Context: an optimization exercise on an open-source flow, tuned for small area, a short achievable clock period and few clock cycles per item. The choices shown serve that exercise and are no tape-out recipe. Where RTL was checked, it was by simulation tests only, not by an equivalence proof against the original. The RTL of run 2 was laid out without a check of its function.

**design/flow/config.mk**
```make
export PLATFORM = sky130hd
export DESIGN_NAME = tea_iter_core
export DESIGN_NICKNAME = tea_iter_core
export VERILOG_FILES = /design/flow/design.v
export SDC_FILE = /design/flow/constraint.sdc
export NUM_CORES = 4
export LEC_CHECK = 0
export CAP_MARGIN = 20
export CORE_MARGIN = 2
export CORE_UTILIZATION = 40
export SLEW_MARGIN = 20
```
**design/flow/constraint.sdc**
```tcl
create_clock -name core_clock -period 12.0 [get_ports {clk}]
set_input_delay 2.4000 -clock core_clock [delete_from_list [all_inputs] [get_ports {clk}]]
set_output_delay 2.4000 -clock core_clock [all_outputs]
set_load 0.01 [all_outputs]
```
**design/flow/design.v**
```verilog
module tea_iter_core #(
  parameter int ROUNDS = 32,
  parameter int UNROLL = 1
) (
  input  logic             clk,
  input  logic             rst,
  input  logic             in_valid,
  output logic             in_ready,
  input  logic             in_decrypt,
  input  logic [63:0]      in_v,
  input  logic [127:0]     in_k,
  output logic             out_valid,
  input  logic             out_ready,
  output logic [63:0]      out_v,
  output logic             out_decrypt
);
  localparam logic [31:0] DELTA        = 32'h9E3779B9;
  localparam int          STEPS        = ROUNDS / UNROLL;
  localparam int          CNT_W        = (STEPS > 1) ? $clog2(STEPS) : 1;
  localparam logic [31:0] SUM_DEC_INIT = 32'(ROUNDS) * DELTA;
  if (ROUNDS < 1 || UNROLL < 1 || (ROUNDS % UNROLL) != 0) begin : g_bad_cfg
    $error("tea_iter_core: ROUNDS must be >= 1 and UNROLL must divide ROUNDS");
  end
  typedef enum logic [1:0] {IDLE, RUN, DONE} state_e;
  state_e       state_q, state_d;
  logic [31:0]  v0_q, v1_q, sum_q;
  logic [127:0] k_q;
  logic         dec_q;
  logic [CNT_W-1:0] cnt_q;
  logic [63:0]  out_v_q;
  logic         out_dec_q;
  logic [31:0]  v0_n, v1_n, sum_n;
  logic         in_rdy;
  logic         accept;
  logic         last_step;
  function automatic logic [31:0] tea_f(input logic [31:0] x,
                                        input logic [63:0] kp,
                                        input logic [31:0] s);
    tea_f = ((x << 4) + kp[63:32]) ^ (x + s) ^ ((x >> 5) + kp[31:0]);
  endfunction
  always_comb begin
    v0_n  = v0_q;
    v1_n  = v1_q;
    sum_n = sum_q;
    for (int i = 0; i < UNROLL; i++) begin
      if (dec_q) begin
        v1_n  = v1_n - tea_f(v0_n, k_q[127:64], sum_n);
        v0_n  = v0_n - tea_f(v1_n, k_q[63:0], sum_n);
        sum_n = sum_n - DELTA;
      end else begin
        sum_n = sum_n + DELTA;
        v0_n  = v0_n + tea_f(v1_n, k_q[63:0], sum_n);
        v1_n  = v1_n + tea_f(v0_n, k_q[127:64], sum_n);
      end
    end
  end
  assign last_step = (cnt_q == CNT_W'(STEPS - 1));
  always_comb begin
    state_d = state_q;
    in_rdy  = 1'b0;
    unique case (state_q)
      IDLE: begin
        in_rdy = 1'b1;
        if (in_valid) state_d = RUN;
      end
      RUN: begin
        if (last_step) state_d = DONE;
      end
      DONE: begin
        if (out_ready) begin
          in_rdy  = 1'b1;
          state_d = in_valid ? RUN : IDLE;
        end
      end
      default: state_d = IDLE;
    endcase
  end
  assign accept          = in_valid & in_rdy;
  assign in_ready    = in_rdy & ~rst;
  assign out_valid   = (state_q == DONE);
  assign out_v       = out_v_q;
  assign out_decrypt = out_dec_q;
  always_ff @(posedge clk) begin
    if (rst) begin
      state_q   <= IDLE;
      v0_q      <= '0;
      v1_q      <= '0;
      sum_q     <= '0;
      k_q       <= '0;
      dec_q     <= 1'b0;
      cnt_q     <= '0;
      out_v_q   <= '0;
      out_dec_q <= 1'b0;
    end else begin
      state_q <= state_d;
      if (accept) begin
        v0_q  <= in_v[63:32];
        v1_q  <= in_v[31:0];
        k_q   <= in_k;
        dec_q <= in_decrypt;
        sum_q <= in_decrypt ? SUM_DEC_INIT : 32'h0;
        cnt_q <= '0;
      end else if (state_q == RUN) begin
        v0_q  <= v0_n;
        v1_q  <= v1_n;
        sum_q <= sum_n;
        cnt_q <= cnt_q + 1'b1;
        if (last_step) begin
          out_v_q   <= {v0_n, v1_n};
          out_dec_q <= dec_q;
        end
      end
    end
  end
endmodule
```
**design/flow/run.sh**
```bash
#!/bin/bash
# synth_recipe.tcl (not shown) runs the flow's synth.tcl, then flattens the netlist and writes it again
# the make line also repeats each setting of config.mk as NAME=value (left out here)
make -C /OpenROAD-flow-scripts/flow DESIGN_CONFIG=/design/flow/config.mk WORK_HOME=/design/flow/orfs CLKGATE_MAP_FILE= SYNTH_SCRIPT=/design/flow/synth_recipe.tcl finish
```
==> results.txt, run 1 <==
MaxCap Viol Count=0; time the worst path needs with I/O delays and setup=11.16 ns; Pins Over Slew Limit=0; Final Util=46.25%; Routed WL=145.4 mm; maximum clock insertion buffer count=3; vias in the first global route=33706; Port Buffer Count=263; Post-Synthesis Cells=4699; Nets=5583; Hold Buf Count CTS=0; Synth cell types=82; total gr overflow=0; most frequent CP cell=xnor2_1; class of the worst hold path=reg -> reg; CP max stage cell=a311o_1; drt via density=5.995; Worst-Skew Late Latency=0.59 ns; share of cells above drive strength 1=3.235%; CTS sink count=297; Worst Setup Start Kind=register; Max-slew headroom=24.62%; Multi-input gate area=28860 sq um; Mapped Area=35840 sq um; status=finished clean; CP Buf/Inv Count=0; Starting Density=40.43%; flops & latches, synth=297; Hold WS=0.4562 ns; Routability Congestion=0.9903; number of synthesized flops with an enable pin=0; Post-Syn Area per Cell=7.626 sq um; Placed Instances=6011; Reg clk slew, reported paths=0.06 ns; # IOs=264; 1st-iter DRT viols=3714; final hold violations=0; Worst-Margin Slew=1.131 ns; core area=88650 sq um; TritonCTS clock tree=yes; final worst path period share=92.99%; met2 Usage GRT=44.87%; total CTS buffers=39; die width=303.3 um; ys flop type=dfxtp_1; critical-path maximum fanout=12; Final Cell Area=41000 sq um; WL per Instance=23.92 um; RSZ-0062 raised after global routing=false; first-pass GRT wire length=211.7 mm; worst path required time=12.49 ns; slowest stage delay, CP=0.52 ns; Post-synth ARST share=0%; # setup viols final=0; delay-heaviest family, CP=compound AO/OA/AOI/OAI gates; TritonRoute pass-1 iters=5; final worst slack=0.8408 ns; vias after detailed routing=36454; Post-CTS Resized=0; H-tree depth=2; met3 Track Usage GR=5.419%; most frequent cells in the layout=xnor2_1, a21oi_1, nand2_1, ha_1, nor2_1; dpl ws=0.9443 ns; largest net degree at the start of global routing=138; post-DP HPWL=117.3 mm; most common cell after layout, fill and taps aside=xnor2_1; syn_nets=5395; Final ANT Viol Nets=0; crit path DAT=11.65 ns; FMAX=89.61 MHz; fillers=9021; M1 GR Usage=46.03%; chip height=303.3 um; Layout Skew=0.03105 ns; post-CTS setup buffer count=0; area delta synth->final=14.42%; Die Area=92000 sq um; Total GRT Usage=30.56%; Setup TNS Final=0 ns; critical path type=reg -> reg; sequential fraction of the synthesis area=16.59%; DP Area=39710 sq um; clk root buf=clkbuf_16; Rows=109; Ys Warns=1; DRC viols=0; non-filler cells, final=6081; busiest grt layer=met1; sequential cell area=5949 sq um; initial antenna violation count=0; Worst setup EP type=register
==> synthesized netlist by cell type, types with 9 or more instances <==
cell | count | area [sq um]
clkbuf_1 | 146 | 548.0
a21boi_0 | 20 | 150.1
a22oi_1 | 51 | 382.9
inv_1 | 124 | 465.5
nor2b_1 | 45 | 281.5
nand2_1 | 527 | 1978
a221oi_1 | 47 | 411.6
o21a_1 | 71 | 533.0
and4_1 | 10 | 87.58
a41o_1 | 9 | 90.09
nand4_1 | 22 | 137.6
and2_1 | 17 | 106.4
dfxtp_1 | 297 | 5946
or3_1 | 17 | 106.4
nand3_1 | 87 | 435.4
buf_1 | 10 | 37.54
mux2i_1 | 21 | 210.2
o22ai_1 | 14 | 87.58
o21ai_0 | 219 | 1096
a21o_1 | 234 | 1757
nor2_1 | 411 | 1543
xnor2_1 | 582 | 5097
fa_1 | 16 | 320.3
a211o_1 | 11 | 96.34
xor2_1 | 140 | 1226
a311oi_1 | 11 | 96.34
nand2b_1 | 49 | 306.5
ha_1 | 483 | 6043
nor4_1 | 11 | 68.82
o21bai_1 | 58 | 435.4
and3_1 | 41 | 256.5
a211oi_1 | 61 | 457.9
o31ai_1 | 22 | 165.2
nor3_1 | 82 | 410.4
a31o_2 | 13 | 113.9
a31oi_1 | 47 | 294.0
o211ai_1 | 21 | 157.7
a21oi_1 | 524 | 2623
==> final timing paths <==
| path | start | to | slack [ns] | depth (start not counted) |
|---|---|---|---|---|
| worst max-delay path | sum_q[2] | out_v_q[31] | 0.84 | 47 |
| worst min-delay path | out_v_q[26] | out_v_q[26] | 0.46 | 2 |
| worst max register to register | sum_q[2] | out_v_q[31] | 0.84 | 47 |
| worst min register to register | out_v_q[26] | out_v_q[26] | 0.46 | 2 |
==> routing by layer <==
metal	wire length (um)	vias to the layer above
met4	3186	0
li1	-	17289
met1	68100	17395
met2	59050	1597
met5	0	-
met3	15110	173
==> logic make-up (layout without fill, tap and decap cells) <==
logic type	Yosys count	count (layout)	synth area share (%)
muxes	27	27	0.7751
xor gates and xnor gates	731	731	18.19
AOI/OAI and AO/OA	1514	1514	27.06
and+or+nand+nor	1346	1346	16.59
adders and majority gates	499	499	17.76
buffers and inverters	285	501	3.034
DFF	297	297	16.59
other	0	1	0
==> area by class of cell <==
| type | count | share of cell area (%) |
|---|---|---|
| Antenna cell | 1 | 0.006103 |
| Clock buffer | 50 | 2.554 |
| Clock inverter | 19 | 0.5676 |
| Inverter | 124 | 1.135 |
| Multi-Input combinational cell | 4117 | 70.39 |
| Sequential cell | 297 | 14.51 |
| Tap cell | 1165 | 3.555 |
| Timing Repair Buffer | 308 | 7.287 |
==> worst register-to-register path: cells and delay by family (launching register included) <==
kind	cells	cell delay, ns
flops	1	0.43
simple gates	10	1.33
compound gates	22	5.26
fa+ha+maj	4	1.45
xor+xnor	11	2.60
==> sequential cells by signal, indices dropped and copies added (netlist names) <==
name and cells:
out_dec_q 1, dec_q 1, sum_q 32, v0_q 32, v1_q 32, cnt_q 5, out_v_q 64, state_q 2
k_q 128
Testbench counts, summed over its fixed seeds: cycles 12,680, items 384.
==> run 2, diff against run 1 <==
==> design/flow/design.v (replaced) <==
module tea_iter_core (
  input  logic             clk,
  input  logic             rst,
  input  logic             in_valid,
  output logic             in_ready,
  input  logic             in_decrypt,
  input  logic [63:0]      in_v,
  input  logic [127:0]     in_k,
  output logic             out_valid,
  input  logic             out_ready,
  output logic [63:0]      out_v,
  output logic             out_decrypt
);
  localparam logic [31:0] DELTA        = 32'h9E3779B9;
  localparam logic [31:0] NEG_DELTA    = 32'h61C88647;   
  localparam logic [31:0] SUM_DEC_INIT = 32'hC6EF3720;   
  typedef enum logic [2:0] {IDLE, PRE, RUN, POST, DONE} state_e;
  state_e       state_q, state_d;
  logic [31:0]  a_q, b_q, sum_q;
  logic [63:0]  kx_q, ky_q;
  logic         dec_q;
  logic         ph_q;        
  logic         in_rdy, accept;
  logic         step, swap, last;
  logic [31:0]  f, b_step;
  assign f = ((b_q << 4) + kx_q[63:32]) ^ (b_q + sum_q) ^ ((b_q >> 5) + kx_q[31:0]);
  assign b_step = a_q + (f ^ {32{dec_q}}) + {31'b0, dec_q};
  assign step = (state_q == RUN);
  assign swap = (state_q == PRE) || (state_q == POST);
  assign last = ph_q & (dec_q ? (sum_q[12] & sum_q[16] & sum_q[28])
                              : (sum_q[5] & ~sum_q[27]));
  always_comb begin
    state_d = state_q;
    in_rdy  = 1'b0;
    unique case (state_q)
      IDLE: begin
        in_rdy = 1'b1;
        if (in_valid) state_d = in_decrypt ? PRE : RUN;
      end
      PRE:  state_d = RUN;
      RUN:  if (last) state_d = dec_q ? POST : DONE;
      POST: state_d = DONE;
      DONE: begin
        if (out_ready) begin
          in_rdy  = 1'b1;
          state_d = in_valid ? (in_decrypt ? PRE : RUN) : IDLE;
        end
      end
      default: state_d = IDLE;
    endcase
  end
  assign accept      = in_valid & in_rdy;
  assign in_ready    = in_rdy & ~rst;
  assign out_valid   = (state_q == DONE);
  assign out_v       = {a_q, b_q};
  assign out_decrypt = dec_q;
  always_ff @(posedge clk) begin
    if (rst) state_q <= IDLE;
    else     state_q <= state_d;
  end
  always_ff @(posedge clk) begin
    if (accept) begin
      kx_q <= in_k[63:0];
      ky_q <= in_k[127:64];
    end else begin
      kx_q <= ky_q;
      ky_q <= kx_q;
    end
  end
  always_ff @(posedge clk) begin
    if (accept) begin
      a_q   <= in_v[63:32];
      b_q   <= in_v[31:0];
      dec_q <= in_decrypt;
      sum_q <= in_decrypt ? SUM_DEC_INIT : DELTA;
      ph_q  <= 1'b0;
    end else if (step) begin
      a_q  <= b_q;
      b_q  <= b_step;
      ph_q <= ~ph_q;
      if (ph_q) sum_q <= sum_q + (dec_q ? NEG_DELTA : DELTA);
    end else if (swap) begin
      a_q <= b_q;
      b_q <= a_q;
    end
  end
endmodule
==> run 2 against run 1 <==
Critical endpoint is now in_ready. Via count shrank 59%. Count of clock-buffer cells in the layout down 11. Register-to-register slack gained 5.1 ns. Critical path type is now in -> out. Still clean.
==> results.txt, run 2 <==
status=finished clean; number of synthesized flops with an enable pin=97 (+97); critical-path maximum fanout=3 (-9); vias after detailed routing=15099 (-59%); Port Buffer Count=263 (unchanged); Worst-Skew Late Latency=0.58 ns (about the same); worst path required time=9.60 ns (-2.89 ns); maximum clock insertion buffer count=3 (unchanged); class of the worst hold path=reg -> reg; final hold violations=0 (unchanged); most frequent cells in the layout=nand2_1, clkdlybuf4s50_1, xnor2_1, a21oi_1, ha_1; TritonRoute pass-1 iters=5 (unchanged); Max-slew headroom=35.09% (+10 points); time the worst path needs with I/O delays and setup=6.138 ns (-5.022 ns); Routability Congestion=0.9065 (-8.5%); chip height=206.8 um (-32%); Hold Buf Count CTS=0 (unchanged); post-DP HPWL=40.21 mm (-66%); most common cell after layout, fill and taps aside=nand2_1; Setup TNS Final=0 ns (unchanged); Layout Skew=0.04228 ns (+0.01123 ns); Post-CTS Resized=0 (unchanged); Pins Over Slew Limit=0 (unchanged); syn_nets=2378 (-56%); registers with the most flip-flops=kx_q x64, ky_q x64; die width=206.8 um (-32%); WL per Instance=18.89 um (-21%); sequential fraction of the synthesis area=33.76% (+17 points); Reg clk slew, reported paths=0.06 ns (about the same); Placed Instances=2765 (-54%); critical path type=in -> out; vias in the first global route=14428 (-57%); RSZ-0062 raised after global routing=false; Final ANT Viol Nets=0 (unchanged); ys flop type=dfxtp_1; MaxCap Viol Count=0 (unchanged); clk root buf=clkbuf_16; flop2flop setup slack=5.96 ns (+5.12 ns); Worst Setup Start Kind=primary input; Worst setup EP type=output pin; Mapped Area=16460 sq um (-54%); FMAX=162.9 MHz (+82%); count leader, synth=nand2_1; first-pass GRT wire length=80.70 mm (-62%); Yosys top cell by area=edfxtp_1; final worst path period share=51.15% (-42 points); non-filler cells, final=2817 (-54%); Worst-Margin Slew=0.9736 ns (-0.1571 ns); 1st-iter DRT viols=967 (-74%); Multi-input gate area=10560 sq um (-63%); Die Area=42780 sq um (-54%); CTS sink count=229 (-23%); core area=40740 sq um (-54%); H-tree depth=1 (-1); area delta synth->final=24.86%; initial antenna violation count=2 (+2); Routed WL=53.23 mm (-63%); # setup viols final=0 (unchanged); flops & latches, synth=229 (-23%); total CTS buffers=28 (-28%); drt via density=5.360 (-11%); Post-Synthesis Cells=2026 (-57%); Synth top cells by count=nand2_1, xnor2_1, a21oi_1, ha_1, dfxtp_1; share of cells above drive strength 1=3.198% (-0.037 points); Total GRT Usage=24.35% (-6.2 points); Rows=74 (-32%); DRC viols=0 (unchanged); Post-synth ARST share=0% (unchanged); sequential cell area=5555 sq um (-6.6%); Hold WS=0.4176 ns (-0.03861 ns); post-CTS setup buffer count=0 (unchanged); crit path DAT=3.74 ns (-7.91 ns); Synth cell types=68 (-17%); TritonCTS clock tree=yes; Ys Warns=1 (unchanged); largest net degree at the start of global routing=128 (-7.2%); leading post-synthesis cells by cell area=edfxtp_1, dfxtp_1, nand2_1; Starting Density=40.39% (about the same); Synth top area share=17.70% (+0.84 points); # IOs=264 (unchanged); fillers=3982 (-56%); Nets=2615 (-53%); Post-Syn Area per Cell=8.122 sq um (+6.5%); total gr overflow=0 (unchanged)
run 2: critical path: stages:
cell and delay (ns):
clkdlybuf4s50_1 0.44, nand2b_1 0.17, nand2_1 0.07, nor2_1 0.11
clkdlybuf4s50_1 0.54
run 2: area by class of cell:
type / instances / share of cell area, %
diodes: 2 / 0.02436
clock buffers: 39 / 4.007
clock inverters: 11 / 0.5541
inverters: 33 / 0.6272
multi-input cells: 1700 / 51.41
flip-flops and latches: 229 / 27.04
well taps: 532 / 3.240
repair buffers: 271 / 13.10
run 2: routing by layer:
metal | track usage (%) | vias to the layer above | wire, um
li1 | - | 7547 | -
met1 | 36.42 | 7051 | 26160
met2 | 37.03 | 441 | 22480
met3 | 3.438 | 60 | 3544
met4 | 5.420 | 0 | 1041
met5 | 0 | - | 0
run 2: per-stage QoR:
stage | area (sq um) | setup WS (ns) | util [%]
final | 20550 | 5.862 | 50.44
after global routing | 20550 | 5.493 | 50.44
after CTS | 20540 | 5.844 | 50.42
after detailed placement | 19610 | 5.858 | 48.12
after global placement | 19610 | 5.862 | 48.12
after floorplan | 16460 | 5.743 | -
run 2: worst paths after layout:
check | depth (start not counted) | to | from
worst max-delay path | 5 | in_ready | out_ready
worst min-delay path | 2 | kx_q[59] | ky_q[59]
worst max register to register | 25 | b_q[31] | b_q[5]
worst min register to register | 2 | kx_q[59] | ky_q[59]
run 2: cell families (layout without fill, tap and decap cells):
| family | after synthesis | in the layout | share of synthesized area, % |
|---|---|---|---|
| and+or+nand+nor | 841 | 841 | 21.29 |
| AOI/OAI and AO/OA | 473 | 473 | 18.29 |
| DFF | 229 | 229 | 33.76 |
| xor gates and xnor gates | 228 | 228 | 12.22 |
| adders and majority gates | 155 | 155 | 12.01 |
| buffers and inverters | 97 | 354 | 2.213 |
| muxes | 3 | 3 | 0.2205 |
| other | 0 | 2 | 0 |
==> run 3, diff against run 2 <==
--- a/design/flow/design.v
+++ b/design/flow/design.v
@@ -14,6 +14,28 @@
   localparam logic [31:0] DELTA        = 32'h9E3779B9;
   localparam logic [31:0] NEG_DELTA    = 32'h61C88647;   
   localparam logic [31:0] SUM_DEC_INIT = 32'hC6EF3720;   
+  function automatic logic [31:0] add32(input logic [31:0] x, input logic [31:0] y,
+                                        input logic cin);
+    logic [31:0] g, p, gg, pp, gn, pn;
+    g  = x & y;
+    p  = x ^ y;
+    gg = g;
+    pp = p;
+    gg[0] = g[0] | (p[0] & cin);
+    for (int l = 0; l < 5; l++) begin
+      gn = gg;
+      pn = pp;
+      for (int i = 0; i < 32; i++) begin
+        if ((i >> l) & 1) begin
+          gn[i] = gg[i] | (pp[i] & gg[((i >> l) << l) - 1]);
+          pn[i] = pp[i] & pp[((i >> l) << l) - 1];
+        end
+      end
+      gg = gn;
+      pp = pn;
+    end
+    add32 = p ^ {gg[30:0], cin};
+  endfunction
   typedef enum logic [2:0] {IDLE, PRE, RUN, POST, DONE} state_e;
   state_e       state_q, state_d;
   logic [31:0]  a_q, b_q, sum_q;
@@ -23,8 +45,9 @@
   logic         in_rdy, accept;
   logic         step, swap, last;
   logic [31:0]  f, b_step;
-  assign f = ((b_q << 4) + kx_q[63:32]) ^ (b_q + sum_q) ^ ((b_q >> 5) + kx_q[31:0]);
-  assign b_step = a_q + (f ^ {32{dec_q}}) + {31'b0, dec_q};
+  assign f = add32(b_q << 4, kx_q[63:32], 1'b0) ^ add32(b_q, sum_q, 1'b0)
+           ^ add32(b_q >> 5, kx_q[31:0], 1'b0);
+  assign b_step = add32(a_q ^ {32{dec_q}}, f, 1'b0) ^ {32{dec_q}};
   assign step = (state_q == RUN);
   assign swap = (state_q == PRE) || (state_q == POST);
   assign last = ph_q & (dec_q ? (sum_q[12] & sum_q[16] & sum_q[28])
==> design/flow/flow/run.sh (new file) <==
#!/bin/bash
# Layout flow: the standard flow (standard synthesis unchanged), with
# - plain buf_1 cells as the port buffers (every port is still buffered), and
# - a larger setup margin for ORFS's timing repair, so that repair works
#   towards the period the design can reach instead of stopping at 12 ns.
set -euo pipefail
bash standard.sh "BUFFER_PORTS_ARGS=-buffer_cell sky130_fd_sc_hd__buf_1" \
  SETUP_SLACK_MARGIN=6.5 finish > standard.log 2>&1
==> design/flow/standard.sh (new file) <==
#!/bin/bash
# synth_recipe.tcl (not shown) runs the flow's synth.tcl, then flattens the netlist and writes it again
# the make line also repeats each setting of config.mk as NAME=value (left out here)
make -C /OpenROAD-flow-scripts/flow DESIGN_CONFIG=/design/flow/config.mk WORK_HOME=/design/flow/orfs CLKGATE_MAP_FILE= SYNTH_SCRIPT=/design/flow/synth_recipe.tcl "${@:-finish}"
removed: design/flow/run.sh
==> run 3 against run 2 <==
Final cell count fell by 6.4%. Critical path depth increased by 18. Area after synthesis is 5.2% lower. Synthesized cell count down 10%. Setup slack better by 0.44 ns. Register-to-register slack better by 0.34 ns. Sequential share of layout area increased by 2.8 points. Cell area is 9.5% lower. Clock skew fell by 0.020 ns. Count of clock-buffer cells in the layout is 4 lower.
==> results.txt, run 3 <==
WL per Instance=18.82 um (-0.37%); first-pass GRT wire length=75.48 mm (-6.5%); MaxCap Viol Count=0 (unchanged); crit path DAT=6.01 ns (+2.27 ns); Starting Density=40.44% (+0.050 points); CP Buf/Inv Count=0 (-2); area delta synth->final=19.31%; Pins Over Slew Limit=0 (unchanged); 1st-iter DRT viols=981 (+1.4%); Final Util=48.25% (-2.2 points); flops & latches, synth=229 (unchanged); clk root buf=clkbuf_16; Nets=2458 (-6.0%); registers with the most flip-flops=kx_q x64, ky_q x64; syn_nets=2173 (-8.6%); count leader, synth=nand2_1; total gr overflow=0 (unchanged); DRC viols=0 (unchanged); Hold Path Sink=kx_q[10]; RSZ-0062 raised after global routing=true; Total GRT Usage=23.78% (-0.57 points); leading post-synthesis cells by cell area=edfxtp_1, dfxtp_1, nand2_1; Reg2Reg Depth=23 (-8.0%); Hold Buf Count CTS=0 (unchanged); delay-heaviest family, CP=compound AO/OA/AOI/OAI gates; Worst setup EP type=register; class of the worst hold path=reg -> reg; share of cells above drive strength 1=7.311% (+4.1 points); drt via density=5.177 (-3.4%); FMAX=175.4 MHz (+7.7%); Worst-Margin Slew=0.9925 ns (+0.01886 ns); final worst path period share=47.51% (-3.6 points); Routed WL=49.66 mm (-6.7%); critical path type=reg -> reg; Max-slew headroom=33.84% (-1.3 points); Rows=72 (-2.7%); Synth cell types=64 (-5.9%); chip height=201.4 um (-2.6%); Post-Synthesis Cells=1814 (-10%); Synth top cells by count=nand2_1, xnor2_1, ha_1, dfxtp_1, edfxtp_1; Yosys top cell by area=edfxtp_1; Worst Setup Start Kind=register; initial antenna violation count=0 (-2); Hold WS=0.4194 ns (+0.001791 ns); core area=38560 sq um (-5.4%); worst path required time=12.30 ns (+2.70 ns); sequential fraction of the synthesis area=35.63% (+1.9 points); CTS sink count=229 (unchanged); Setup TNS Final=0 ns (unchanged); CP max stage cell=edfxtp_1; die width=201.4 um (-2.6%); status=finished clean; total CTS buffers=27 (-3.6%); R2R Path Start=b_q[0]; Reg clk slew, reported paths=0.06 ns (about the same); TritonCTS clock tree=yes; # setup viols final=0 (unchanged); final hold violations=0 (unchanged); Die Area=40580 sq um (-5.1%); worst r2r dst=b_q[31]; Worst Hold Path Cells=2 (unchanged); antenna cells=0 (-2); flop2flop setup slack=6.30 ns (+0.34 ns); maximum clock insertion buffer count=3 (unchanged); Final ANT Viol Nets=0 (unchanged); number of synthesized flops with an enable pin=97 (unchanged); Post-Syn Area per Cell=8.596 sq um (+5.8%); Layout Skew=0.02237 ns (-0.01991 ns); Worst-Skew Late Latency=0.57 ns (about the same); Ys Warns=1 (unchanged); TritonRoute pass-1 iters=5 (unchanged); Routability Congestion=0.9244 (+2.0%); vias in the first global route=13144 (-8.9%); most frequent cells in the layout=nand2_1, buf_1, xnor2_1, ha_1, dfxtp_1; time the worst path needs with I/O delays and setup=5.701 ns (-0.4365 ns); post-DP HPWL=37.22 mm (-7.4%); critical-path maximum fanout=5 (+2); Port Buffer Count=263 (unchanged); Synth top area share=18.68% (+0.98 points); hold_sp=ky_q[10]; slowest stage delay, CP=0.44 ns (-0.10 ns); ys flop type=dfxtp_1; vias after detailed routing=13656 (-9.6%); most common cell after layout, fill and taps aside=nand2_1; Post-synth ARST share=0% (unchanged); Mapped Area=15590 sq um (-5.2%); H-tree depth=1 (unchanged); largest net degree at the start of global routing=177 (+38%); Cell Chain, Critical Path=ha_2 > fa_2 > a211oi_2 > o21ai_2 > nor3_4 > o31ai_4 > a21o_1 > a21o_1 > a21oi_2 > o21bai_1 > xnor2_1 > xor2_1 > ha_1 > a21oi_2 > a31oi_1 > o311ai_1 > o21ai_2 > a21bo_2 > a31oi_2 > xor2_1 > xnor3_1 > o211ai_2 > or3b_1; # IOs=264 (unchanged)
[run 3: routing by layer]
| metal | vias to the layer above | track usage (%) | wire length, um |
|---|---|---|---|
| met5 | - | 0 | 0 |
| met4 | 0 | 5.383 | 1128 |
| met3 | 64 | 3.499 | 2800 |
| met2 | 359 | 37.98 | 22440 |
| met1 | 6487 | 33.97 | 23290 |
| li1 | 6746 | - | - |
[run 3: repair_timing]
action | 4_1_cts | 5_1_grt
hold endpoints to repair | 0 | 0
endpoints found under the setup margin | 13 | 12
gates resized for setup | 32 | 27
buffers inserted | 28 | 17
pin swaps | 33 | 28
[run 3: cell families (layout without fill, tap and decap cells)]
group,Yosys count,after routing,share of synthesized area (%)
fa+ha+maj,162,162,13.96
mux,2,2,0.1284
xor+xnor,253,253,14.39
simple gates,681,681,17.75
buf+inv,127,433,3.057
flops,229,229,35.63
compound gates,360,360,15.09
[run 3: how the worst max path moves through the flow]
stage                start       to  depth (start not counted)
detailed placement  b_q[5]  b_q[31]                         24
finish              b_q[0]  b_q[31]                         23
global route        b_q[0]  b_q[31]                         23
floorplan           b_q[0]  b_q[31]                         23
CTS                 b_q[0]  b_q[31]                         25
global placement    b_q[5]  b_q[31]                         24
[run 3: area by class of cell]
| type | instances | area [sq um] |
|---|---|---|
| Tap cell | 518 | 648.1 |
| Sequential cell | 229 | 5555 |
| Inverter | 66 | 255.2 |
| Timing Repair Buffer | 317 | 1393 |
| Multi-Input combinational cell | 1458 | 9856 |
| Clock inverter | 15 | 97.59 |
| Fill cell | 3859 | 19950 |
| Clock buffer | 35 | 800.8 |
[run 3: per-stage QoR]
stage / cells / instance area (sq um) / worst slack (ns)
after floorplan: 1814 / 15600 / 6.519
after global placement: 2543 / 17110 / 5.863
after detailed placement: 2543 / 17110 / 5.777
after CTS: 2621 / 18380 / 6.385
after global routing: 2638 / 18610 / 5.992
final: 2638 / 18610 / 6.299
[run 3: worst min-delay path, stage by stage (launching register included)]
cell     delay [ns]
dfxtp_1        0.30
nand2_1        0.04
nand2_1        0.05
Testbench counts of run 3, summed over its fixed seeds: cycles 25,324, items 384.
==> run 4, diff against run 3 <==
==> design/flow/design.v (replaced) <==
module tea_iter_core (
  input  logic             clk,
  input  logic             rst,
  input  logic             in_valid,
  output logic             in_ready,
  input  logic             in_decrypt,
  input  logic [63:0]      in_v,
  input  logic [127:0]     in_k,
  output logic             out_valid,
  input  logic             out_ready,
  output logic [63:0]      out_v,
  output logic             out_decrypt
);
  localparam logic [31:0] DELTA        = 32'h9E3779B9;
  localparam logic [31:0] NEG_DELTA    = 32'h61C88647;   
  localparam logic [31:0] SUM_DEC_INIT = 32'hC6EF3720;   
  function automatic logic [31:0] add32(input logic [31:0] x, input logic [31:0] y,
                                        input logic cin);
    logic [31:0] g, p, gg, pp, gn, pn;
    g  = x & y;
    p  = x ^ y;
    gg = g;
    pp = p;
    gg[0] = g[0] | (p[0] & cin);
    for (int l = 0; l < 5; l++) begin
      gn = gg;
      pn = pp;
      for (int i = 0; i < 32; i++) begin
        if ((i >> l) & 1) begin
          gn[i] = gg[i] | (pp[i] & gg[((i >> l) << l) - 1]);
          pn[i] = pp[i] & pp[((i >> l) << l) - 1];
        end
      end
      gg = gn;
      pp = pn;
    end
    add32 = p ^ {gg[30:0], cin};
  endfunction
  logic         run_q;       
  logic         sw_q;        
  logic         fin_q;       
  logic         done_q;      
  logic [31:0]  a_q, b_q, sum_q;
  logic [63:0]  kx_q, ky_q;
  logic         dec_q;
  logic         ph_q;        
  logic         in_rdy, accept;
  logic         step, last;
  logic [31:0]  f, b_step;
  assign f = add32(b_q << 4, kx_q[63:32], 1'b0) ^ add32(b_q, sum_q, 1'b0)
           ^ add32(b_q >> 5, kx_q[31:0], 1'b0);
  assign b_step = add32(a_q ^ {32{dec_q}}, f, 1'b0) ^ {32{dec_q}};
  assign step = run_q & ~sw_q;
  assign last = ph_q & (dec_q ? (sum_q[12] & sum_q[16] & sum_q[28])
                              : (sum_q[5] & ~sum_q[27]));
  assign in_rdy      = ~run_q & (~done_q | out_ready);
  assign accept      = in_valid & in_rdy;
  assign in_ready    = in_rdy & ~rst;
  assign out_valid   = done_q;
  assign out_v       = {a_q, b_q};
  assign out_decrypt = dec_q;
  always_ff @(posedge clk) begin
    if (rst) begin
      run_q  <= 1'b0;
      done_q <= 1'b0;
    end else if (accept) begin
      run_q  <= 1'b1;
      done_q <= 1'b0;
    end else if (run_q) begin
      if (sw_q ? fin_q : (last & ~dec_q)) begin
        run_q  <= 1'b0;
        done_q <= 1'b1;
      end
    end else if (out_ready) begin
      done_q <= 1'b0;
    end
  end
  always_ff @(posedge clk) begin
    if (accept) begin
      sw_q  <= in_decrypt;
      fin_q <= 1'b0;
    end else if (run_q) begin
      if (sw_q) sw_q <= 1'b0;
      else if (last) begin
        sw_q  <= 1'b1;
        fin_q <= 1'b1;
      end
    end
  end
  always_ff @(posedge clk) begin
    if (run_q) begin
      kx_q <= ky_q;
      ky_q <= kx_q;
      if (step) ph_q <= ~ph_q;
      if (step & ph_q) sum_q <= sum_q + (dec_q ? NEG_DELTA : DELTA);
    end else begin
      kx_q  <= in_k[63:0];
      ky_q  <= in_k[127:64];
      ph_q  <= 1'b0;
      sum_q <= in_decrypt ? SUM_DEC_INIT : DELTA;
    end
  end
  always_ff @(posedge clk) begin
    if (run_q) begin
      a_q <= b_q;
      b_q <= sw_q ? a_q : b_step;
    end else if (accept) begin
      a_q   <= in_v[63:32];
      b_q   <= in_v[31:0];
      dec_q <= in_decrypt;
    end
  end
endmodule
==> run 4 against run 3 <==
Critical path type is now in -> out. Routed wire length decreased by 13%. Still clean. Global-route usage fell by 2.9 points. Synthesized cell count is 17% lower. Utilization fell by 0.13 points.
==> results.txt, run 4 <==
CP max stage cell=a21oi_1; critical-path maximum fanout=2 (-3); first-pass GRT wire length=66.97 mm (-11%); most common cell after layout, fill and taps aside=buf_1; core area=38560 sq um (unchanged); 1st-iter DRT viols=798 (-19%); initial antenna violation count=0 (unchanged); most frequent cells in the layout=buf_1, xnor2_1, mux2_2, ha_1, dfxtp_1; Setup TNS Final=0 ns (unchanged); Starting Density=40.49% (+0.049 points); class of the worst hold path=reg -> reg; post-DP HPWL=33.17 mm (-11%); worst path required time=9.60 ns (-2.70 ns); # setup viols final=0 (unchanged); area delta synth->final=18.86%; chip height=201.6 um (about the same); Worst setup EP type=output pin; final worst path period share=44.76% (-2.7 points); RSZ-0062 raised after global routing=true; FMAX=186.2 MHz (+6.1%); count leader, synth=xnor2_1; Cell Chain, Critical Path=buf_1 > inv_1 > a21oi_1 > nor2b_1 > buf_1; antenna cells=0 (unchanged); clk root buf=clkbuf_16; drt via density=5.241 (+1.2%); Synth top cells by count=xnor2_1, mux2_2, ha_1, dfxtp_1, edfxtp_1; # IOs=264 (unchanged); Nets=2153 (-12%); most frequent CP cell=buf_1; Worst Setup Start Kind=primary input; Mapped Area=15610 sq um (+0.12%); Routability Congestion=0.8839 (-4.4%); CTS sink count=230 (+0.44%); total gr overflow=0 (unchanged); leading post-synthesis cells by cell area=edfxtp_1, dfxtp_1, mux2_2; die width=201.6 um (about the same); delay-heaviest family, CP=buffers and inverters; Yosys top cell by area=edfxtp_1; TritonRoute pass-1 iters=5 (unchanged); critical path type=in -> out; Synth top area share=18.85% (+0.17 points); Reg clk slew, reported paths=0.06 ns (about the same); time the worst path needs with I/O delays and setup=5.371 ns (-0.3298 ns); Ys Warns=1 (unchanged); number of synthesized flops with an enable pin=98 (+1.0%); H-tree depth=1 (unchanged); Layout Skew=0.01035 ns (-0.01202 ns); Synth cell types=68 (+6.3%); crit path DAT=2.97 ns (-3.04 ns); slowest stage delay, CP=0.16 ns (-0.28 ns); fillers=3688 (-4.4%); Die Area=40630 sq um (+0.12%); share of cells above drive strength 1=16.13% (+8.8 points); syn_nets=1857 (-15%); MaxCap Viol Count=0 (unchanged); Port Buffer Count=263 (unchanged); maximum clock insertion buffer count=3 (unchanged); Post-synth ARST share=0% (unchanged); status=finished clean; Rows=72 (unchanged); Post-Synthesis Cells=1498 (-17%); largest net degree at the start of global routing=191 (+7.9%); vias after detailed routing=12233 (-10%); Post-Syn Area per Cell=10.42 sq um (+21%); TritonCTS clock tree=yes; sequential fraction of the synthesis area=35.77% (+0.15 points); flops & latches, synth=230 (+0.44%); total CTS buffers=29 (+7.4%); Worst-Margin Slew=1.070 ns (+0.07779 ns); CP Buf/Inv Count=3 (+3); Routed WL=43.30 mm (-13%); Total GRT Usage=20.88% (-2.9 points); final hold violations=0 (unchanged); Final ANT Viol Nets=0 (unchanged); Worst-Skew Late Latency=0.55 ns (-0.02 ns); vias in the first global route=12058 (-8.3%); registers with the most flip-flops=kx_q x64, ky_q x64; WL per Instance=18.55 um (-1.4%); Pins Over Slew Limit=0 (unchanged); ys flop type=dfxtp_1; Max-slew headroom=28.65% (-5.2 points); DRC viols=0 (unchanged)
## run 4: cell types whose count changed in the layout (fill, tap and decap cells not counted), sizes merged, moves of 11 or more
| cell | change |
|---|---|
| nand2 | -453 |
| inv | -14 |
| a21o | +12 |
| mux2 | +162 |
| o21ai | -20 |
| o21bai | -11 |
| nor2 | +12 |
| o21a | +11 |
| mux2i | +16 |
## run 4: logic make-up (layout without fill, tap and decap cells)
group / Yosys count / in the layout / share of synthesized area (%)
AO/OA/AOI/OAI: 334 / 334 / 13.88
XOR/XNOR: 247 / 247 / 13.86
adder cells (fa/ha/maj): 162 / 162 / 13.94
buffers and inverters: 93 / 411 / 2.260
flip-flops: 230 / 230 / 35.77
multiplexers: 180 / 180 / 12.84
AND/OR/NAND/NOR: 252 / 252 / 7.445
## run 4: final timing paths
| path | start | end | slack [ns] | depth (start not counted) |
|---|---|---|---|---|
| max | out_ready | in_ready | 6.63 | 5 |
| min | ky_q[43] | kx_q[43] | 0.45 | 1 |
| max reg2reg | sum_q[0] | b_q[31] | 6.68 | 24 |
| min reg2reg | ky_q[43] | kx_q[43] | 0.45 | 1 |
## run 4: area by class of cell
cell class	count	area (sq um)	area share [%]
Inverter	51	191.4	1.032
Tap cell	518	648.1	3.493
Clock inverter	8	52.55	0.2832
Multi-Input combinational cell	1175	9812	52.88
Clock buffer	45	933.4	5.030
Sequential cell	230	5589	30.12
Timing Repair Buffer	307	1330	7.167
## run 4: worst reg2reg max path: stages, from the launching register on
cell and delay (ns):
edfxtp_1 0.44, ha_2 0.22, fa_2 0.40, a211oi_4 0.33
nor3_4 0.07, o21ai_2 0.22, o21bai_2 0.10, nor2_1 0.11
a21oi_1 0.06, nand2_1 0.08, nand2_1 0.06, fa_1 0.47
xnor2_2 0.15, xnor2_1 0.15, ha_1 0.30, nand4_1 0.15
or4_1 0.42, a21o_1 0.24, a31oi_4 0.26, a31oi_4 0.12
o21bai_1 0.20, xnor2_1 0.17, a21o_1 0.13, a21o_1 0.11
a31oi_1 0.07
## run 4: metrics by stage
stage / hold WS [ns] / cells / util (%) / worst slack (ns) / instance area, sq um
after floorplan: 0.4328 / 1498 / - / 6.797 / 15610
after global placement: 0.4356 / 2244 / 44.51 / 6.464 / 17160
after detailed placement: 0.4384 / 2244 / 44.51 / 6.337 / 17160
after CTS: 0.4514 / 2299 / 47.14 / 6.504 / 18180
after global routing: 0.4572 / 2334 / 48.13 / 6.396 / 18560
final: 0.4518 / 2334 / 48.13 / 6.629 / 18560
## run 4: repair_timing
| action | 4_1_cts | 5_1_grt |
|---|---|---|
| gates resized for setup | 4 | 30 |
| pin swaps | 2 | 27 |
| endpoints found under the setup margin | 4 | 12 |
| cloned | 0 | 0 |
| hold buffers | 0 | 0 |
| setup buffers | 2 | 35 |
## run 4: metal layers
metal,global-route usage (%),vias to the layer above,share of wire (%)
met1,31.01,5864,49
met4,3.939,0,1.8
met5,0,-,0
met3,2.802,51,5.4
met2,32.46,321,43
li1,-,5997,-
Testbench counts of run 4, summed over its fixed seeds: cycles 25,324, items 384.
==> run 5, diff against run 4 <==
--- a/design/flow/flow/run.sh
+++ b/design/flow/flow/run.sh
@@ -5,4 +5,4 @@
 #   towards the period the design can reach instead of stopping at 12 ns.
 set -euo pipefail
 bash standard.sh "BUFFER_PORTS_ARGS=-buffer_cell sky130_fd_sc_hd__buf_1" \
-  SETUP_SLACK_MARGIN=6.5 finish > standard.log 2>&1
+  SETUP_SLACK_MARGIN=6.8 finish > standard.log 2>&1
--- a/design/flow/config.mk
+++ b/design/flow/config.mk
@@ -8,4 +8,8 @@
 export CAP_MARGIN = 20
 export CORE_MARGIN = 2
 export CORE_UTILIZATION = 40
+export CTS_BUF_LIST = sky130_fd_sc_hd__clkbuf_16
+export CTS_CLUSTER_DIAMETER = 100
+export CTS_CLUSTER_SIZE = 20
 export SLEW_MARGIN = 20
+export TNS_END_PERCENT = 0
==> run 5 against run 4 <==
Global-route usage is 0.21 points lower. Cell area down 2.7%. Final cell count is 1.4% lower. Sequential share of layout area grew 0.83 points. Fmax increased by 0.97%. Register-to-register slack improved by 0.04 ns. Sequential cell count did not move. Hold slack got worse by 0.013 ns. Setup slack gained 0.052 ns. Via count is 1.3% lower.
==> results.txt, run 5 <==
Worst setup EP type=output pin; class of the worst hold path=reg -> reg; Worst-Margin Slew=1.109 ns (+0.03922 ns); flops & latches, synth=230 (unchanged); initial antenna violation count=1 (+1); status=finished clean; Synth top area share=18.85% (unchanged); # IOs=264 (unchanged); Worst Hold Path Cells=1 (unchanged); H-tree depth=1 (unchanged); critical-path maximum fanout=2 (unchanged); leading post-synthesis cells by cell area=edfxtp_1, dfxtp_1, mux2_2; number of synthesized flops with an enable pin=98 (unchanged); Layout Skew=0.02974 ns (+0.01939 ns); Yosys top cell by area=edfxtp_1; CTS sink count=230 (unchanged); registers with the most flip-flops=kx_q x64, ky_q x64; Nets=2132 (-0.98%); area delta synth->final=15.68%; MaxCap Viol Count=0 (unchanged); Mapped Area=15610 sq um (unchanged); most frequent cells in the layout=buf_1, xnor2_1, mux2_2, ha_1, dfxtp_1; final worst path period share=44.33% (-0.43 points); Synth top cells by count=xnor2_1, mux2_2, ha_1, dfxtp_1, edfxtp_1; Worst Setup Start Kind=primary input; maximum clock insertion buffer count=3 (unchanged); clk root buf=clkbuf_16; Hold Buf Count CTS=0 (unchanged); 1st-iter DRT viols=783 (-1.9%); fillers=3765 (+2.1%); Post-Syn Area per Cell=10.42 sq um (unchanged); most common cell after layout, fill and taps aside=buf_1; Reg2Reg Depth=23 (-4.2%); Worst-Skew Late Latency=0.52 ns (-0.03 ns); Max-slew headroom=26.04% (-2.6 points); crit path DAT=2.92 ns (-0.05 ns); non-filler cells, final=2302 (-1.4%); first-pass GRT wire length=65.74 mm (-1.8%); Post-Synthesis Cells=1498 (unchanged); worst path required time=9.60 ns (about the same); Ys Warns=1 (unchanged); Routed WL=43.25 mm (-0.11%); total CTS buffers=16 (-45%); Total GRT Usage=20.67% (-0.21 points); syn_nets=1857 (unchanged); total gr overflow=0 (unchanged); Port Buffer Count=263 (unchanged); time the worst path needs with I/O delays and setup=5.320 ns (-0.05159 ns); share of cells above drive strength 1=15.37% (-0.77 points); drt via density=5.243 (about the same); final hold violations=0 (unchanged); chip height=201.6 um (unchanged); TritonRoute pass-1 iters=5 (unchanged); Synth cell types=68 (unchanged); vias in the first global route=11729 (-2.7%); Placed Instances=2244 (unchanged); core area=38560 sq um (unchanged); count leader, synth=xnor2_1; WL per Instance=18.79 um (+1.3%); TritonCTS clock tree=yes; FMAX=188.0 MHz (+0.97%); Rows=72 (unchanged); die width=201.6 um (unchanged); sequential fraction of the synthesis area=35.77% (unchanged); vias after detailed routing=12069 (-1.3%); ys flop type=dfxtp_1; Post-synth ARST share=0% (unchanged); post-DP HPWL=33.03 mm (-0.45%); Routability Congestion=0.9116 (+3.1%); critical path type=in -> out; DRC viols=0 (unchanged); Die Area=40630 sq um (unchanged); largest net degree at the start of global routing=187 (-2.1%); Setup TNS Final=0 ns (unchanged); Pins Over Slew Limit=0 (unchanged); RSZ-0062 raised after global routing=true; Reg clk slew, reported paths=0.08 ns (+0.02 ns); Starting Density=40.49% (unchanged); # setup viols final=0 (unchanged); Final ANT Viol Nets=0 (unchanged)
-- run 5: metal layers --
layer | GRT usage (%) | up-vias | routed length, um
li1 | - | 5924 | -
met1 | 30.08 | 5780 | 21020
met2 | 32.59 | 324 | 18940
met3 | 3.045 | 41 | 2487
met4 | 4.123 | 0 | 803
met5 | 0 | - | 0
-- run 5: critical path, stage by stage --
cell	delay (ns)
buf_1	0.09
inv_2	0.04
a21oi_2	0.12
nor2b_2	0.15
buf_2	0.13
-- run 5: per-stage QoR --
step	setup WS, ns	util (%)	hold slack (ns)	cell area [sq um]
6_report	6.680	46.84	0.4385	18060
5_1_grt	6.425	46.84	0.4357	18060
4_1_cts	6.676	46.18	0.4361	17810
3_5_place_dp	6.352	44.51	0.4409	17160
3_3_place_gp	6.422	44.51	0.4357	17160
2_1_floorplan	6.833	-	0.4328	15620
-- run 5: worst paths after layout --
kind	startpoint	to	slack, ns
worst max-delay path	out_ready	in_ready	6.68
worst min-delay path	ky_q[42]	kx_q[42]	0.44
worst max register to register	b_q[5]	b_q[29]	6.72
worst min register to register	ky_q[42]	kx_q[42]	0.44
-- run 5: cell families after synthesis --
family | Yosys count | share of synthesized area, %
AO/OA/AOI/OAI | 334 | 13.88
multiplexers | 180 | 12.84
AND/OR/NAND/NOR | 252 | 7.445
XOR/XNOR | 247 | 13.86
flip-flops | 230 | 35.77
adder cells (fa/ha/maj) | 162 | 13.94
buffers and inverters | 93 | 2.260
-- run 5: cell type report --
class / count / area (sq um) / share of cell area, %
Sequential cell: 230 / 5589 / 30.95
Tap cell: 518 / 648.1 / 3.588
Antenna cell: 1 / 2.502 / 0.01386
Inverter: 51 / 191.4 / 1.060
Timing Repair Buffer: 299 / 1271 / 7.038
Clock buffer: 17 / 425.4 / 2.355
Multi-Input combinational cell: 1175 / 9871 / 54.65
Clock inverter: 11 / 62.56 / 0.3464
-- run 5: repair_timing --
action	CTS	global route
setup endpoints to repair	14	17
resized for setup	18	29
pin swaps	15	27
setup buffers	13	16
==> run 6, diff against run 5 <==
==> design/flow/flow/run.sh (replaced) <==
#!/bin/bash
# Layout flow: the standard flow with three changes.
# - Synthesis is the standard synthesis (synth_recipe.tcl and ORFS's
#   synth.tcl, unchanged, so the registers are the same) except that the
#   final ABC mapping uses flow/abc_tea.script: one delay-oriented &nf
#   mapping with pin permutation, instead of ORFS's five rounds of
#   restructuring, which leaves a smaller netlist at the same speed.
# - Plain buf_1 cells as the port buffers (every port is still buffered).
# - A larger setup margin for ORFS's timing repair, so that repair works
#   towards the period the design can reach instead of stopping at 12 ns.
set -euo pipefail
W=$(pwd)
sed 's|^  log_cmd abc {\*}\$abc_args$|  set abc_args [lreplace $abc_args 1 1 $::env(TEA_ABC_SCRIPT)]\n  log_cmd abc {*}$abc_args|' \
  "$FLOW_HOME/scripts/synth.tcl" > "$W/tea_synth.tcl"
grep -q TEA_ABC_SCRIPT "$W/tea_synth.tcl"
sed "s|source \$::env(SCRIPTS_DIR)/synth.tcl|source $W/tea_synth.tcl|" \
  "$W/synth_recipe.tcl" > "$W/tea_synth_recipe.tcl"
grep -q tea_synth.tcl "$W/tea_synth_recipe.tcl"
export TEA_ABC_SCRIPT="$W/flow/abc_tea.script"
bash standard.sh "BUFFER_PORTS_ARGS=-buffer_cell sky130_fd_sc_hd__buf_1" \
  SETUP_SLACK_MARGIN=6.8 "SYNTH_SCRIPT=$W/tea_synth_recipe.tcl" finish > standard.log 2>&1
==> design/flow/flow/abc_tea.script (new file) <==
&get -n
&st
&dch -f
&nf -p
&put
buffer -c
topo
stime -c
upsize -c
dnsize -c
==> run 6 against run 5 <==
Setup slack better by 0.014 ns. Largest cell class unchanged. Fmax rose by 0.27%. Sequential cell count did not move. Highest routed layer unchanged. Non-clock buffer count fell by 13. Final cell count is 1.5% lower. First-iteration DRC count shrank 26%. Hold slack better by 0.019 ns. Critical path depth is 1 lower. Area after synthesis fell by 1.8%.
==> results.txt, run 6 <==
worst r2r dst=b_q[31]; Synth top cells by count=mux2_2, a21oi_1, xnor2_1, ha_1, dfxtp_1; WL per Instance=18.25 um (-2.8%); first-pass GRT wire length=63.63 mm (-3.2%); slowest stage delay, CP=0.18 ns (+0.03 ns); RSZ-0062 raised after global routing=true; Synth top area share=19.20% (+0.35 points); Cell Chain, Critical Path=buf_1 > o21a_1 > nor2b_1 > buf_1; R2R Path Start=b_q[5]; syn_nets=1844 (-0.70%); sequential fraction of the synthesis area=36.43% (+0.66 points); flops & latches, synth=230 (unchanged); vias in the first global route=11515 (-1.8%); Post-synth ARST share=0% (unchanged); Starting Density=40.70% (+0.21 points); Total GRT Usage=20.46% (-0.22 points); Worst-Margin Slew=1.066 ns (-0.04388 ns); leading post-synthesis cells by cell area=edfxtp_1, dfxtp_1, mux2_2; # setup viols final=0 (unchanged); flop2flop setup slack=6.76 ns (+0.04 ns); 1st-iter DRT viols=580 (-26%); Routed WL=41.38 mm (-4.3%); total gr overflow=0 (unchanged); chip height=199.8 um (-0.89%); maximum clock insertion buffer count=3 (unchanged); non-filler cells, final=2267 (-1.5%); largest net degree at the start of global routing=87 (-53%); die width=199.8 um (-0.89%); Max-slew headroom=28.96% (+2.9 points); Yosys top cell by area=edfxtp_1; CTS sink count=230 (unchanged); Final ANT Viol Nets=0 (unchanged); time the worst path needs with I/O delays and setup=5.305 ns (-0.01434 ns); CP Buf/Inv Count=2 (-1); critical path type=in -> out; Nets=2105 (-1.3%); # IOs=264 (unchanged); Post-Syn Area per Cell=10.32 sq um (-0.94%); core area=37670 sq um (-2.3%); final worst slack=6.695 ns (+0.01434 ns); Routability Congestion=0.8713 (-4.4%); vias after detailed routing=11724 (-2.9%); Synth cell types=57 (-16%); number of synthesized flops with an enable pin=98 (unchanged); antenna cells=0 (-1); critical-path maximum fanout=3 (+1); hold_sp=ky_q[11]; Placed Instances=2222 (-0.98%); delay-heaviest family, CP=buffers and inverters; worst path required time=9.60 ns (about the same); final worst path period share=44.21% (-0.12 points); registers with the most flip-flops=kx_q x64, ky_q x64; crit path DAT=2.91 ns (about the same); Reg2Reg Depth=17 (-26%); drt via density=5.172 (-1.4%); final hold violations=0 (unchanged); Layout Skew=0.02291 ns (-0.006834 ns); Pins Over Slew Limit=0 (unchanged); TritonCTS clock tree=yes; Worst setup EP type=output pin; most common cell after layout, fill and taps aside=buf_1; class of the worst hold path=reg -> reg; most frequent CP cell=buf_1; share of cells above drive strength 1=14.18% (-1.2 points); initial antenna violation count=0 (-1); TritonRoute pass-1 iters=5 (unchanged); total CTS buffers=16 (unchanged); Post-Synthesis Cells=1485 (-0.87%); H-tree depth=1 (unchanged); ys flop type=dfxtp_1; Setup TNS Final=0 ns (unchanged); MaxCap Viol Count=0 (unchanged); Mapped Area=15330 sq um (-1.8%); DRC viols=0 (unchanged); Worst Hold Path Cells=1 (unchanged); fillers=3686 (-2.1%); status=finished clean; Reg clk slew, reported paths=0.08 ns (about the same); Hold Path Sink=kx_q[11]; FMAX=188.5 MHz (+0.27%); area delta synth->final=15.01%; most frequent cells in the layout=buf_1, mux2_2, xnor2_1, a21oi_1, ha_1; Ys Warns=1 (unchanged); CP max stage cell=o21a_1; post-DP HPWL=31.57 mm (-4.4%); Worst-Skew Late Latency=0.52 ns (about the same); count leader, synth=mux2_2; Worst Setup Start Kind=primary input; Die Area=39910 sq um (-1.8%); Port Buffer Count=263 (unchanged); dpl ws=5.912 ns (-0.4393 ns); clk root buf=clkbuf_16; Rows=71 (-1.4%)
[run 6: layout make-up]
type                       instances  area, sq um  area share (%)
multi-input combinational       1162         9550           54.17
sequential                       230         5589           31.70
tap                              511        639.4           3.626
clock inverter                    10        55.05          0.3122
inverter                          50        187.7           1.064
timing repair buffer             286         1160           6.578
clock buffer                      18        450.4           2.555
[run 6: cell families after synthesis]
group                      count (synthesis)  synth area share (%)
AOI/OAI and AO/OA                        329                 12.90
and+or+nand+nor                          265                 7.663
xor gates and xnor gates                 241                 14.40
DFF                                      230                 36.43
muxes                                    165                 12.12
adders and majority gates                162                 14.20
buffers and inverters                     93                 2.285
[run 6: through the flow]
step                util (%)  hold slack [ns]  instance area [sq um]
global placement       44.75           0.4364                  16850
global route           46.81           0.4760                  17630
detailed placement     44.75           0.4416                  16850
finish                 46.81           0.4571                  17630
CTS                    46.40           0.4600                  17480
floorplan                  -           0.4254                  15330
[run 6: timing repair]
action,CTS,global route
endpoints found under the hold margin,0,0
pin swaps,6,25
resized for setup,11,24
setup endpoints to repair,16,20
buffers inserted,8,9
hold buffers,0,0
cloned,0,0
[run 6: per-layer routing]
metal | wire length [um] | GRT usage, %
met1 | 19490 | 28.44
met2 | 19680 | 34.49
met3 | 1667 | 2.436
met4 | 540 | 3.786
met5 | 0 | 0
[run 6: how the worst max path moves through the flow]
stage | cells after the start | endpoint | slack (ns) | start
after floorplan | 2 | in_ready | 6.87 | out_ready
after global placement | 23 | b_q[31] | 6.10 | b_q[0]
after detailed placement | 23 | b_q[31] | 5.91 | b_q[0]
after CTS | 4 | in_ready | 6.69 | out_ready
after global routing | 23 | b_q[31] | 6.47 | b_q[0]
final | 4 | in_ready | 6.69 | out_ready
==> run 7, diff against run 6 <==
--- a/design/flow/design.v
+++ b/design/flow/design.v
@@ -92,7 +92,7 @@
       kx_q <= ky_q;
       ky_q <= kx_q;
       if (step) ph_q <= ~ph_q;
-      if (step & ph_q) sum_q <= sum_q + (dec_q ? NEG_DELTA : DELTA);
+      sum_q <= sum_q + ((dec_q ? NEG_DELTA : DELTA) & {32{step & ph_q}});
     end else begin
       kx_q  <= in_k[63:0];
       ky_q  <= in_k[127:64];
==> run 7 against run 6 <==
Clock skew shrank 0.0030 ns. Setup slack got worse by 0.015 ns. Cell area decreased by 1.3%. First-iteration DRC count down 28%. Hold slack worse by 0.0019 ns. Count of clock-buffer cells in the layout fell by 1. Routed wire length down 4.3%. Global-route usage is 0.76 points lower.
==> results.txt, run 7 <==
status=finished clean; total gr overflow=0 (unchanged); Ys Warns=1 (unchanged); number of synthesized flops with an enable pin=66 (-33%); final worst path period share=44.34% (+0.13 points); Port Buffer Count=263 (unchanged); share of cells above drive strength 1=13.77% (-0.41 points); Worst-Margin Slew=0.8791 ns (-0.1865 ns); slowest stage delay, CP=0.16 ns (-0.02 ns); Worst setup EP type=output pin; die width=198.7 um (-0.53%); syn_nets=1884 (+2.2%); antenna cells=0 (unchanged); maximum clock insertion buffer count=3 (unchanged); Hold Buf Count CTS=0 (unchanged); CTS sink count=230 (unchanged); registers with the most flip-flops=kx_q x64, ky_q x64; vias in the first global route=11617 (+0.89%); TritonCTS clock tree=yes; FMAX=187.9 MHz (-0.28%); final hold violations=0 (unchanged); 1st-iter DRT viols=415 (-28%); Post-Syn Area per Cell=9.950 sq um (-3.6%); critical-path maximum fanout=2 (-1); Starting Density=40.45% (-0.25 points); area delta synth->final=14.74%; ys flop type=dfxtp_1; core area=37490 sq um (-0.47%); Cell Chain, Critical Path=buf_1 > inv_1 > a21oi_2 > nor2b_4 > buf_6; Pins Over Slew Limit=0 (unchanged); # setup viols final=0 (unchanged); Post-synth ARST share=0% (unchanged); class of the worst hold path=reg -> reg; Die Area=39490 sq um (-1.1%); Setup TNS Final=0 ns (unchanged); initial antenna violation count=0 (unchanged); drt via density=5.058 (-2.2%); RSZ-0062 raised after global routing=true; largest net degree at the start of global routing=73 (-16%); Max-slew headroom=41.40% (+12 points); Final Cell Area=17400 sq um (-1.3%); WL per Instance=17.18 um (-5.9%); Synth top cells by count=dfxtp_1, mux2_2, a21oi_1, xnor2_1, ha_1; delay-heaviest family, CP=buffers and inverters; MaxCap Viol Count=0 (unchanged); H-tree depth=1 (unchanged); Rows=71 (unchanged); most frequent cells in the layout=buf_1, mux2_2, dfxtp_1, a21oi_1, xnor2_1; Routability Congestion=0.8928 (+2.5%); Layout Skew=0.01994 ns (-0.002965 ns); vias after detailed routing=11659 (-0.55%); Worst-Skew Late Latency=0.52 ns (about the same); Worst Setup Start Kind=primary input; Reg clk slew, reported paths=0.08 ns (about the same); DP Area=16700 sq um (-0.90%); total CTS buffers=16 (unchanged); Post-Synthesis Cells=1524 (+2.6%); leading post-synthesis cells by cell area=dfxtp_1, edfxtp_1, mux2_2; Synth top area share=21.65% (+2.5 points); CP Buf/Inv Count=3 (+1); chip height=198.7 um (-0.53%); Final ANT Viol Nets=0 (unchanged); Routed WL=39.60 mm (-4.3%); most common cell after layout, fill and taps aside=buf_1; clk root buf=clkbuf_16; time the worst path needs with I/O delays and setup=5.321 ns (+0.01515 ns); Total GRT Usage=19.69% (-0.76 points); Yosys top cell by area=dfxtp_1; critical path type=in -> out; first-pass GRT wire length=61.03 mm (-4.1%); CP max stage cell=nor2b_4; sequential fraction of the synthesis area=34.72% (-1.7 points); post-DP HPWL=30.51 mm (-3.4%); flops & latches, synth=230 (unchanged); crit path DAT=2.92 ns (about the same); Synth cell types=62 (+8.8%); DRC viols=0 (unchanged); TritonRoute pass-1 iters=5 (unchanged); worst path required time=9.60 ns (about the same); Nets=2144 (+1.9%); Mapped Area=15160 sq um (-1.1%); # IOs=264 (unchanged)
## run 7: per-layer routing
metal | part of all wire, % | track usage, % | wire [um] | vias up
li1 | - | - | - | 5909
met1 | 45 | 25.13 | 17890 | 5498
met2 | 49 | 35.24 | 19440 | 215
met3 | 4.0 | 3.018 | 1591 | 37
met4 | 1.7 | 3.787 | 686 | 0
met5 | 0 | 0 | 0 | -
## run 7: worst paths after layout
| check | from | endpoint | slack, ns | cells past startpoint |
|---|---|---|---|---|
| hold / removal | ky_q[19] | kx_q[19] | 0.46 | 1 |
| setup / recovery | out_ready | in_ready | 6.68 | 5 |
| hold reg to reg | ky_q[19] | kx_q[19] | 0.46 | 1 |
| setup reg to reg | b_q[0] | b_q[17] | 6.92 | 21 |
## run 7: stage by stage
| step | hold WS (ns) | utilization [%] | instances | worst slack [ns] |
|---|---|---|---|---|
| floorplan | 0.4329 | - | 1524 | 6.847 |
| global placement | 0.4367 | 44.56 | 2262 | 6.486 |
| detailed placement | 0.4384 | 44.56 | 2262 | 6.437 |
| CTS | 0.4592 | 45.93 | 2291 | 6.666 |
| global route | 0.4715 | 46.42 | 2305 | 6.610 |
| finish | 0.4552 | 46.42 | 2305 | 6.679 |
## run 7: repair_timing
action,4_1_cts,5_1_grt
setup endpoints to repair,15,21
resized for setup,6,20
buffers inserted,1,14
pin swaps,3,12
gates cloned,0,0
## run 7: final cells by class
| type | instances | area [sq um] |
|---|---|---|
| clock inverters | 11 | 60.06 |
| inverters | 64 | 240.2 |
| repair buffers | 287 | 1175 |
| fillers | 3682 | 20090 |
| multi-input cells | 1185 | 9592 |
| clock buffers | 17 | 425.4 |
| well taps | 511 | 639.4 |
| flip-flops and latches | 230 | 5269 |
## run 7: kinds of logic after synthesis
kind of cell | after synthesis | share of synthesized area [%]
compound gates | 338 | 13.28
xor+xnor | 236 | 14.17
fa+ha+maj | 163 | 14.44
buf+inv | 109 | 2.756
flops | 230 | 34.72
mux | 164 | 12.18
simple gates | 284 | 8.457
Testbench counts of run 7, summed over its fixed seeds: cycles 25,324, items 384.

-- re-timing with driven ports --
Ports are ideal in the flow. The routed layouts listed here were re-timed in OpenROAD. Step 1 sets driving cells, clkbuf_16 on the clock port and buf_2 on the other inputs (assumed; they add their load-dependent delay and slew). Step 2 times the ports against the registers' clock, not the clock port: input delays grow and output delays shrink by t, the midpoint of the rising clock arrivals with the driver on. Slacks: no drivers / after step 1 / after step 2; pairs: no drivers / after step 1.
| run | shift t [ns] | slack for setup (ns) | latest minus earliest clock arrival (ns) |
|---|---|---|---|
| run 1 | 0.643 | 0.841 / 0.841 / 0.841 | 0.032 / 0.031 |
| run 2 | 0.614 | 5.862 / 5.840 / 5.840 | 0.043 / 0.042 |
| run 3 | 0.608 | 6.299 / 6.299 / 6.299 | 0.023 / 0.022 |
| run 4 | 0.593 | 6.629 / 6.604 / 6.604 | 0.011 / 0.011 |
| run 5 | 0.562 | 6.680 / 6.658 / 6.658 | 0.030 / 0.030 |
| run 6 | 0.556 | 6.695 / 6.672 / 6.672 | 0.024 / 0.024 |
| run 7 | 0.560 | 6.679 / 6.655 / 6.655 | 0.021 / 0.021 |
After both steps every run listed still meets setup and hold. The setup slack of run 4, which loses most, moves by -0.025 ns with the drivers and by -0.025 ns with both steps.
